Source: an optimization exercise on an open RTL-to-GDS flow (aim: small area). Production flows keep margins and buffers that such runs may drop. In this exercise RTL edits were held to simulation tests only and were not proved equivalent to the original. The clock port is modelled as an ideal driver; clocking choices that lean on that would not hold on a real chip. No activity file was given, so power comes from the tool's default toggle rates.

==> flow/design.v <==
package cam_pkg;
  typedef logic [20-1:0] cam_data_t;
  typedef logic [15-1:0] cam_key_t;
  typedef logic [7-1:0] cam_loc_t;
  typedef logic [100-1:0] cam_valid_t;
  typedef logic [100*20-1:0] cam_entries_t;
endpackage
`timescale 1ns/1ps
module cam_top
(
  input  logic      clk,
  input  logic      rst_an,
  input  logic      write_valid,
  input  cam_pkg::cam_data_t write_data,
  output logic      wcredit,
  input  logic      search_valid,
  input  cam_pkg::cam_key_t  search_key,
  output logic      hit_valid,
  output logic      hit,
  output cam_pkg::cam_data_t hit_data
);
  localparam int D  = 100;
  localparam int LW = 7;
  localparam int KW = 15;
  localparam int UW = 20 - 15;
  logic [KW-1:0] key [D];
  logic [UW-1:0] up  [D];
  logic [D-1:0]  valid;
  logic [LW-1:0] fresh_cnt;
  logic          exhausted;
  logic [LW-1:0] head, tail;
  logic          lnz;
  logic [LW-1:0] loc_q;
  logic [KW-1:0] key_q;
  logic          hit_q;
  logic          push, pop, single, wr_en, link_we;
  logic [LW-1:0] wr_loc, link_head;
  logic [D-1:0]  d_wr, d_tail, d_loc;
  logic [D-1:0]  wsel, lsel, pend;
  assign push    = hit_q;
  assign pop     = write_valid && exhausted && lnz;
  assign single  = (head == tail);
  assign wr_en   = write_valid && (!exhausted || lnz);
  assign wr_loc  = exhausted ? head : fresh_cnt;
  assign link_we = push && lnz && !(pop && single);
  always_comb begin
    for (int i = 0; i < D; i++) begin
      d_wr[i]   = (wr_loc == LW'(i));
      d_tail[i] = (tail == LW'(i));
      d_loc[i]  = (loc_q == LW'(i));
    end
  end
  assign wsel = wr_en   ? d_wr   : '0;
  assign lsel = link_we ? d_tail : '0;
  assign pend = hit_q   ? d_loc  : '0;
  always_comb begin
    link_head = '0;
    for (int i = 0; i < D; i++) begin
      link_head = link_head | (d_wr[i] ? key[i][LW-1:0] : '0);
    end
  end
  always_ff @(posedge clk or negedge rst_an) begin
    if (!rst_an) begin
      fresh_cnt <= '0;
      exhausted <= 1'b0;
    end else if (write_valid && !exhausted) begin
      if (fresh_cnt == LW'(D - 1)) begin
        exhausted <= 1'b1;
      end else begin
        fresh_cnt <= fresh_cnt + 1'b1;
      end
    end
  end
  always_ff @(posedge clk or negedge rst_an) begin
    if (!rst_an) begin
      lnz <= 1'b0;
    end else begin
      lnz <= push || (lnz && !(pop && single));
    end
  end
  always_ff @(posedge clk) begin
    if (pop) begin
      head <= single ? loc_q : link_head;
    end else if (!lnz) begin
      head <= loc_q;
    end
    if (push) begin
      tail <= loc_q;
    end
  end
  logic [D-1:0] hold;
  assign hold = ~(wsel | lsel);
  always_ff @(posedge clk) begin
    for (int i = 0; i < D; i++) begin
      key[i][LW-1:0] <= ({LW{hold[i]}} & key[i][LW-1:0]) |
                        ({LW{wsel[i]}} & write_data[LW-1:0]) |
                        ({LW{lsel[i]}} & loc_q);
      if (wsel[i]) begin
        key[i][KW-1:LW] <= write_data[KW-1:LW];
        up[i]           <= write_data[20-1:KW];
      end
    end
  end
  always_ff @(posedge clk or negedge rst_an) begin
    if (!rst_an) begin
      valid <= '0;
    end else begin
      valid <= wsel | (valid & ~pend);
    end
  end
  localparam int P = 128;
  logic [P-1:0]  match;
  logic [P-1:0]  tv [8];
  logic [LW-1:0] ti [8][P];
  logic          found;
  logic [LW-1:0] sel_loc;
  always_comb begin
    match = '0;
    for (int i = 0; i < D; i++) begin
      match[i] = valid[i] && !pend[i] && (key[i] == search_key);
    end
  end
  always_comb begin
    found   = 1'b0;
    sel_loc = '0;
    for (int i = D - 1; i >= 0; i--) begin
      if (match[i]) begin
        found   = 1'b1;
        sel_loc = LW'(i);
      end
    end
  end
  always_ff @(posedge clk or negedge rst_an) begin
    if (!rst_an) begin
      hit_valid <= 1'b0;
      hit_q     <= 1'b0;
      wcredit   <= 1'b0;
    end else begin
      hit_valid <= search_valid;
      hit_q     <= search_valid && found;
      wcredit   <= hit_q;
    end
  end
  always_ff @(posedge clk) begin
    loc_q <= sel_loc;
    key_q <= search_key;
  end
  logic [UW-1:0] up_sel;
  always_comb begin
    up_sel = '0;
    for (int i = 0; i < D; i++) begin
      up_sel = up_sel | (d_loc[i] ? up[i] : '0);
    end
  end
  assign hit      = hit_q;
  assign hit_data = {up_sel, key_q};
endmodule
clock: 10.0 ns
lec_check: 0
cap_margin: 20
core_margin: 2
core_utilization: 46
cts_cluster_diameter: 60
cts_cluster_size: 30
place_density: 0.58
slew_margin: 20
standard.sh (not shown) runs the stock make flow with config.mk's settings and CLKGATE_MAP_FILE= SYNTH_SCRIPT=/design/flow/synth_recipe.tcl, a recipe that flattens the netlist after the stock synthesis.
==> flow/flow/run.sh <==
#!/bin/bash
# The standard layout, with two changes to the clock tree:
#  - clock tree synthesis adds no dummy loads;
#  - after it, each clock buffer is given the smallest clkbuf size that
#    keeps the slew at every pin it drives under 100 ps, and long
#    signal nets are repaired to a wider slew and cap margin.
set -euo pipefail
export CTS_ARGS="-sink_clustering_enable -repair_clock_nets -dont_use_dummy_load -sink_clustering_size 30 -sink_clustering_max_diameter 60"
bash standard.sh cts > standard_cts.log 2>&1
openroad -no_init -exit flow/ckdown.tcl > ckdown.log 2>&1
bash standard.sh > standard.log 2>&1
==> flow/flow/ckdown.tcl <==
# shrink clock buffers where the slew they give stays under the limit.
set R orfs/results/$::env(FLOW_PLATFORM)/cam_top/base
set P $::env(FLOW_HOME)/platforms/$::env(FLOW_PLATFORM)
read_liberty $P/lib/sky130_fd_sc_hd__tt_025C_1v80.lib
read_db $R/4_cts.odb
read_sdc $R/4_cts.sdc
source $P/setRC.tcl
set_propagated_clock [all_clocks]
estimate_parasitics -placement
set lim 0.1
set n 0
foreach inst [get_cells -filter "ref_name =~ sky130_fd_sc_hd__clkbuf_*"] {
  set orig [get_property $inst ref_name]
  set outpin [get_pins -of_objects $inst -filter "direction==output"]
  set loads [get_pins -of_objects [get_nets -of_objects $outpin] -filter "direction==input"]
  foreach cand {sky130_fd_sc_hd__clkbuf_2 sky130_fd_sc_hd__clkbuf_4 sky130_fd_sc_hd__clkbuf_8} {
    if {$cand == $orig} break
    replace_cell $inst $cand
    set ok 1
    foreach l $loads { if {[get_property $l slew_max] > $lim} {set ok 0; break} }
    if {$ok} { incr n; break } else { replace_cell $inst $orig }
  }
}
puts "resized $n clock buffers"
# long signal nets: routed, their slew comes out well above the
# placement estimate, so repair them here to a wider margin.
set_dont_use {sky130_fd_sc_hd__probe_p_8 sky130_fd_sc_hd__probec_p_8 sky130_fd_sc_hd__lpflow_*}
estimate_parasitics -placement
repair_design -slew_margin 40 -cap_margin 40
detailed_placement
check_placement -verbose
report_worst_slack -max
report_worst_slack -min
write_db $R/4_cts.odb
The starting point went through all stages and came out clean.
Change:
--- a/flow/design.v
+++ b/flow/design.v
@@ -120,16 +120,20 @@
       match[i] = valid[i] && !pend[i] && (key[i] == search_key);
     end
   end
   always_comb begin
-    found   = 1'b0;
-    sel_loc = '0;
-    for (int i = D - 1; i >= 0; i--) begin
-      if (match[i]) begin
-        found   = 1'b1;
-        sel_loc = LW'(i);
+    tv[0] = match;
+    for (int j = 0; j < P; j++) ti[0][j] = '0;
+    for (int l = 1; l < 8; l++) begin
+      tv[l] = '0;
+      for (int j = 0; j < P; j++) ti[l][j] = '0;
+      for (int j = 0; j < (P >> l); j++) begin
+        tv[l][j] = tv[l-1][2*j] | tv[l-1][2*j+1];
+        ti[l][j] = tv[l-1][2*j] ? ti[l-1][2*j] : (ti[l-1][2*j+1] | LW'(1 << (l-1)));
       end
     end
+    found   = tv[7][0];
+    sel_loc = ti[7][0];
   end
   always_ff @(posedge clk or negedge rst_an) begin
     if (!rst_an) begin
       hit_valid <= 1'b0;
What happened: Global-route usage goes up by 4.7 points. Area after synthesis goes up by 1.1%. Hold slack is about the same. First-iteration DRC count grows by 2.0%. Utilization falls by 0.22 points. Cell area went up by 0.67%. Sequential share of layout area falls by 0.35 points. Die area goes up by 1.1%. Total power rose by 11%. Critical path depth grows by 1.

[re-timing with driven ports]
The results above use ideal ports. As a check the final layouts listed here were re-extracted and re-timed, cells and wires unchanged.
Step 1, drivers: a clkbuf_16 drives clk and a buf_2 each remaining input, both assumed.
Step 2, shift: input delay + t, output delay - t, t = (earliest + latest rising clock arrival at the registers) / 2. This alone moves slack from input paths to output paths.
Slacks: ideal ports / drivers / drivers and shift; pairs: ideal ports / drivers.
| run | t, ns | setup slack, ns | worst setup path at the end | slew at the worst register clock pin (ns) |
|---|---|---|---|---|
| the first run | 0.915 | 2.480 / 2.384 / 3.101 | input to register | 0.11 / 0.11 |
| the second run | 0.913 | 2.653 / 2.551 / 3.373 | input to register | 0.11 / 0.11 |
After both steps every run listed still meets setup and hold.
